This is an optimization exercise on Yosys and OpenROAD, whose aim is small area, a short achievable clock period and few clock cycles per item, not a production implementation.
In this exercise RTL edits were held to simulation tests only and were not proved equivalent to the original.

==> run a <==
// cordic_iter
module cordic_iter (
  input  logic        i_clk,
  input  logic        i_rst,
  input  logic        i_valid,
  output logic        o_ready,
  input  logic        i_mode,
  input  logic [23:0] i_x,
  input  logic [23:0] i_y,
  input  logic [23:0] i_theta,
  output logic        o_valid,
  input  logic        i_ready,
  output logic [23:0] o_a,
  output logic [23:0] o_b,
  output logic [23:0] o_z
);
Settings: LEC_CHECK=0, CAP_MARGIN=20, CORE_MARGIN=2, CORE_UTILIZATION=40, SLEW_MARGIN=20; clock period 10.0 ns.
run.sh (not shown) runs the stock make flow with config.mk's settings and CLKGATE_MAP_FILE= SYNTH_SCRIPT=/design/flow/synth_recipe.tcl, a recipe that flattens the netlist after the stock synthesis.
==> run b: changes against run a <==
==> flow/flow/run.sh (new file) <==
#!/bin/bash
# Standard layout, with repair_timing asked to leave more setup slack than the
# 10 ns clock needs, so the achieved period comes out shorter.
set -euo pipefail
export SETUP_SLACK_MARGIN=${MARGIN:-6.3}
bash standard.sh > standard_flow.log 2>&1
==> flow/standard.sh (new file) <==
#!/bin/bash
# synth_recipe.tcl (not shown) runs the flow's synth.tcl, then flattens the netlist and writes it again
# the make line also repeats each setting of config.mk as NAME=value (left out here)
make -C /OpenROAD-flow-scripts/flow DESIGN_CONFIG=/design/flow/config.mk WORK_HOME=/design/flow/orfs CLKGATE_MAP_FILE= SYNTH_SCRIPT=/design/flow/synth_recipe.tcl "${@:-finish}"
removed: flow/run.sh
==> results.txt <==
Min Clock Period, post-route: run a 4580 ps; run b 3810 ps
Slowest cell on crit path: run a sky130_fd_sc_hd__buf_4; run b sky130_fd_sc_hd__fa_1
Depth of the worst register-to-register path: run a 12; run b 16
Data-path buffer share of cell area in the final layout: run a 1.73%; run b 2.45%
Post-route cell area: run a 114,000 um^2; run b 116,000 um^2
RSZ-0062 raised after global routing: run a no; run b yes
Post-Layout Cell Count: run a 13,210; run b 13,288
Global-route wire length before repair: run a 378,000 um; run b 379,000 um
Area of the multi-input gates: run a 57,600 um^2; run b 58,200 um^2
Post-route worst setup slack: run a 5420 ps; run b 6190 ps
Total buffers and inverters traversed by the critical path: run a 1; run b 4
Run status: run a no timing/DRC/antenna violations; run b no timing/DRC/antenna violations
Number of antenna diodes: run a 5; run b 2
Data required time of the worst path: run a 10,510 ps; run b 10,590 ps
Slew at the pin with the worst max-slew slack: run a 1120 ps; run b 1110 ps
Slack of the worst reg-to-reg path: run a 5420 ps; run b 6190 ps
Startpoint of the worst-slack reg-to-reg timing path: run a dr_2$_DFFE_PN_; run b x_16[5]$_DFFE_PN_
Post-CTS setup buffers: run a 0; run b 39
Final nets: run a 11,057; run b 11,138
Count of plain and timing-repair buffers in the layout: run a 204; run b 285
Testbench counts of run a, summed over its fixed seeds: cycles 1,440, items 1,280.
Testbench counts of run b, summed over its fixed seeds: cycles 1,440, items 1,280.

==> inputs of 08-03 <==
Another version of the RTL of cordic_iter (not shown whole).
export LEC_CHECK = 0
export CAP_MARGIN = 20
export CORE_MARGIN = 2
export CORE_UTILIZATION = 40
export SLEW_MARGIN = 20
create_clock -name core_clock -period 10.0 [get_ports {i_clk}]
Stock flow here: none of the scripts above is used.
==> inputs of 10-10, as changes to 08-03 <==
==> flow/flow/run.sh (new file) <==
#!/bin/bash
# Standard layout, with repair_timing asked to leave more setup slack than the
# 10 ns clock needs, so the achieved period comes out shorter.
set -euo pipefail
export SETUP_SLACK_MARGIN=${MARGIN:-6.5}
bash standard.sh > standard_flow.log 2>&1
==> flow/standard.sh (new file) <==
#!/bin/bash
# synth_recipe.tcl (not shown) runs the flow's synth.tcl, then flattens the netlist and writes it again
# the make line also repeats each setting of config.mk as NAME=value (left out here)
make -C /OpenROAD-flow-scripts/flow DESIGN_CONFIG=/design/flow/config.mk WORK_HOME=/design/flow/orfs CLKGATE_MAP_FILE= SYNTH_SCRIPT=/design/flow/synth_recipe.tcl "${@:-finish}"
removed: flow/run.sh
==> qor summary <==
item	08-03	10-10
Utilization after layout	0.4490	0.4988
Aggregate routed wire length	186.6 mm	210.7 mm
Area added between synthesis and finish	11.46%	23.81%
Critical Path Slowest Stage Cell	sky130_fd_sc_hd__clkinv_1	sky130_fd_sc_hd__fa_2
Flop2flop setup slack	3.99 ns	5.53 ns
Arrival time of the worst setup path	6.55 ns	5.02 ns
Via density	4.981	5.021
Worst setup startpoint	y_15[17]$_DFFE_PN_	y_15[15]$_DFFE_PN_
Unrepaired setup endpoints after global routing	no	yes
Number of stages on the worst setup path	21	20
Setup Buffers After CTS	0	309
Run status	complete, no violations	complete, no violations
Clock period minus final worst setup slack	6.006 ns	4.466 ns
DR WL met2	99.87 mm	115.9 mm
Total area of sequential cells	38620 um2	38620 um2
Number of detailed-routing iterations run before antenna repair	6	5
Final critical-path share of the clock period	0.6006	0.4466
Resized cells post-CTS	0	911
Non-clock buffer contribution to total cell area	0.01869	0.07117
Testbench counts of 08-03, summed over its fixed seeds: cycles 1,424, items 1,280.
Testbench counts of 10-10, summed over its fixed seeds: cycles 1,424, items 1,280.

==> wip/harbor: inputs <==
Another version of the RTL of cordic_iter (not shown whole).
export LEC_CHECK = 0
export CAP_MARGIN = 20
export CORE_MARGIN = 2
export CORE_UTILIZATION = 55
export CTS_BUF_LIST = sky130_fd_sc_hd__clkbuf_4 sky130_fd_sc_hd__clkbuf_8
export PLACE_DENSITY = 0.68
export SLEW_MARGIN = 20
create_clock -name core_clock -period 10.0 [get_ports {i_clk}]
standard.sh (not shown) runs the stock make flow with config.mk's settings and CLKGATE_MAP_FILE= SYNTH_SCRIPT=/design/flow/synth_recipe.tcl, a recipe that flattens the netlist after the stock synthesis.
==> flow/flow/run.sh <==
#!/bin/bash
# Standard layout, with repair_timing asked to leave more setup slack than the
# 10 ns clock needs, so the achieved period comes out shorter.
set -euo pipefail
export SETUP_SLACK_MARGIN=${MARGIN:-6.1}
bash standard.sh > standard_flow.log 2>&1
==> wip/umber (differences from wip/harbor) <==
==> flow/flow/run.sh (replaced) <==
#!/bin/bash
# Standard layout, with repair_timing asked to leave more setup slack than the
# 10 ns clock needs, so the achieved period comes out shorter.
set -euo pipefail
export SETUP_SLACK_MARGIN=${MARGIN:-6.25}
bash standard.sh > standard_flow.log 2>&1
- CORE_UTILIZATION: 55 -> 50
- PLACE_DENSITY: 0.68 -> 0.65
==> comparison table <==
| metric | wip/umber | wip/harbor |
|---|---|---|
| Global-route met2 utilization | 0.397 | 0.420 |
| Inverters excl. clock | 890 | 889 |
| Sequential cell area in the final layout | 35600 µm² | 35600 µm² |
| Clock Skews | 0.0473 ns | 0.0482 ns |
| Register-to-register setup slack | 5.97 ns | 6.05 ns |
| GP Congestion | 0.911 | 0.927 |
| Post-CTS setup buffer count | 191 | 142 |
| Number of antenna violations at the first check in global routing | 2 | 5 |
| First element of the critical path | x_15[10]$_DFFE_PN_ | x_15[12]$_DFFE_PN_ |
| Synth-to-layout area growth | 16.0% | 13.5% |
| Status | finished clean | finished clean |
| Crit-path max cell delay | 0.60 ns | 0.59 ns |
| Layout Cell Area excl Fill | 98400 µm² | 96200 µm² |
| Met3 track utilization from global routing | 0.0362 | 0.0368 |
| Well Taps | 2218 | 2044 |
| Met2 Routed Length | 99900 µm | 96000 µm |
| Number of rows created at floorplan | 151 | 144 |
| Part of the cycle the worst path needs | 0.403 | 0.395 |
| Largest net degree at the start of global routing | 175 | 170 |
| Number of non-filler instances in the completed layout | 10600 | 10300 |
| Share of the final layout cell area in sequential cells | 0.362 | 0.370 |
| Clock buffers | 292 | 274 |
| Wire length of the first global-routing pass | 316000 µm | 308000 µm |
Testbench counts of wip/harbor, summed over its fixed seeds: cycles 1,424, items 1,280.
Testbench counts of wip/umber, summed over its fixed seeds: cycles 1,424, items 1,280.

==> wip/delta: inputs <==
Starting RTL as in the previous note.
==> flow/config.mk <==
export PLATFORM = sky130hd
export DESIGN_NAME = cordic_iter
export DESIGN_NICKNAME = cordic_iter
export VERILOG_FILES = /design/flow/design.v
export SDC_FILE = /design/flow/constraint.sdc
export NUM_CORES = 4
export LEC_CHECK = 0
export CAP_MARGIN = 20
export CORE_MARGIN = 2
export CORE_UTILIZATION = 55
export CTS_BUF_LIST = sky130_fd_sc_hd__clkbuf_4 sky130_fd_sc_hd__clkbuf_8
export PLACE_DENSITY = 0.68
export SLEW_MARGIN = 20
==> flow/constraint.sdc <==
create_clock -name core_clock -period 10.0 [get_ports {i_clk}]
set_input_delay 2.0000 -clock core_clock [delete_from_list [all_inputs] [get_ports {i_clk}]]
set_output_delay 2.0000 -clock core_clock [all_outputs]
set_load 0.01 [all_outputs]
==> flow/flow/run.sh <==
#!/bin/bash
# Standard layout, with repair_timing asked to leave more setup slack than the
# 10 ns clock needs, so the achieved period comes out shorter.
set -euo pipefail
export SETUP_SLACK_MARGIN=${MARGIN:-6.6}
bash standard.sh > standard_flow.log 2>&1
==> wip/pepper (differences from wip/delta) <==
==> flow/flow/run.sh (replaced) <==
#!/bin/bash
# Standard layout, with repair_timing asked to leave more setup slack than the
# 10 ns clock needs, so the achieved period comes out shorter.
set -euo pipefail
export SETUP_SLACK_MARGIN=${MARGIN:-5.8}
bash standard.sh > standard_flow.log 2>&1
==> wip/lagoon (differences from wip/delta) <==
==> flow/flow/run.sh (replaced) <==
#!/bin/bash
# Standard layout, with repair_timing asked to leave more setup slack than the
# 10 ns clock needs, so the achieved period comes out shorter.
set -euo pipefail
export SETUP_SLACK_MARGIN=${MARGIN:-5.95}
bash standard.sh > standard_flow.log 2>&1
==> wip/violet (differences from wip/delta) <==
==> flow/flow/run.sh (replaced) <==
#!/bin/bash
# Standard layout, with repair_timing asked to leave more setup slack than the
# 10 ns clock needs, so the achieved period comes out shorter.
set -euo pipefail
export SETUP_SLACK_MARGIN=${MARGIN:-6.4}
bash standard.sh > standard_flow.log 2>&1
==> out/results.tsv <==
metric	value	unit
status	finished clean	
reg2reg_from	x_15[12]$_DFFE_PN_	
multi_input_area_share	48.25	%
worst_pin_slew	1.235	ns
multiInputGateArea	49130	µm²
layout-drive-gt1-share	19.64	%
worst_ep_required_time	10.70	ns
r2r_slack	6.09	ns
setup_ws	6.091	ns
[end of results for wip/delta]
==> out/results.tsv <==
metric	value	unit
status	finished clean	
multiInputGateArea	47470	µm²
setup_ws	6.082	ns
r2r_slack	6.08	ns
worst_ep_required_time	10.70	ns
reg2reg_from	x_15[12]$_DFFE_PN_	
layout-drive-gt1-share	15.29	%
[end of results for wip/violet]
==> out/results.tsv <==
metric	value	unit
multi_input_area_share	48.04	%
status	finished clean	
setup_ws	5.886	ns
r2r_slack	5.89	ns
reg2reg_from	dr_12$_DFFE_PN_	
multiInputGateArea	46050	µm²
worst_pin_slew	1.097	ns
worst_ep_required_time	10.65	ns
[end of results for wip/lagoon]
==> out/results.tsv <==
metric	value	unit
r2r_slack	5.75	ns
status	finished clean	
multiInputGateArea	45730	µm²
setup_ws	5.751	ns
worst_pin_slew	1.077	ns
worst_ep_required_time	10.62	ns
reg2reg_from	z_15[5]$_DFFE_PN_	
layout-drive-gt1-share	8.784	%
[end of results for wip/pepper]
Testbench counts of wip/delta, summed over its fixed seeds: cycles 1,424, items 1,280.
Testbench counts of wip/pepper, summed over its fixed seeds: cycles 1,424, items 1,280.
Testbench counts of wip/lagoon, summed over its fixed seeds: cycles 1,424, items 1,280.
Testbench counts of wip/violet, summed over its fixed seeds: cycles 1,424, items 1,280.

port drivers added, routing unchanged:
How much do the figures lean on ideal ports? The routed layouts below were timed once more, with nothing changed but the port constraints. Step 1, drivers: a clkbuf_16 drives i_clk and a buf_2 each remaining input, both assumed. Step 2 adds t to the input delays and takes it off the output delays; t is the mean of the earliest and latest rising clock arrival at the registers after step 1. Input paths then give back, and output paths get back, about the clock's delay inside the block. Slacks: ideal / step 1 / step 2; pairs: ideal / step 1.
| run | shift t [ns] | setup slack, ns | clock arrival spread, ns |
|---|---|---|---|
| run a | 0.885 | 5.419 / 5.419 / 5.419 | 0.087 / 0.087 |
| run b | 0.887 | 6.193 / 6.193 / 6.193 | 0.089 / 0.089 |
| 08-03 | 0.875 | 3.994 / 3.994 / 3.994 | 0.043 / 0.044 |
| 10-10 | 0.884 | 5.534 / 5.534 / 5.534 | 0.045 / 0.044 |
| wip/harbor | 1.014 | 6.051 / 6.051 / 5.226 | 0.054 / 0.054 |
| wip/umber | 1.019 | 5.967 / 5.967 / 5.248 | 0.064 / 0.064 |
| wip/delta | 1.012 | 6.091 / 6.091 / 5.260 | 0.049 / 0.050 |
| wip/pepper | 1.003 | 5.751 / 5.751 / 4.896 | 0.051 / 0.051 |
| wip/lagoon | 1.000 | 5.886 / 5.886 / 5.071 | 0.051 / 0.051 |
| wip/violet | 1.008 | 6.082 / 6.082 / 5.260 | 0.056 / 0.056 |
After both steps every run listed still meets setup and hold. The setup slack of wip/pepper, which loses most, moves by 0.000 ns with the drivers and by -0.855 ns with both steps.
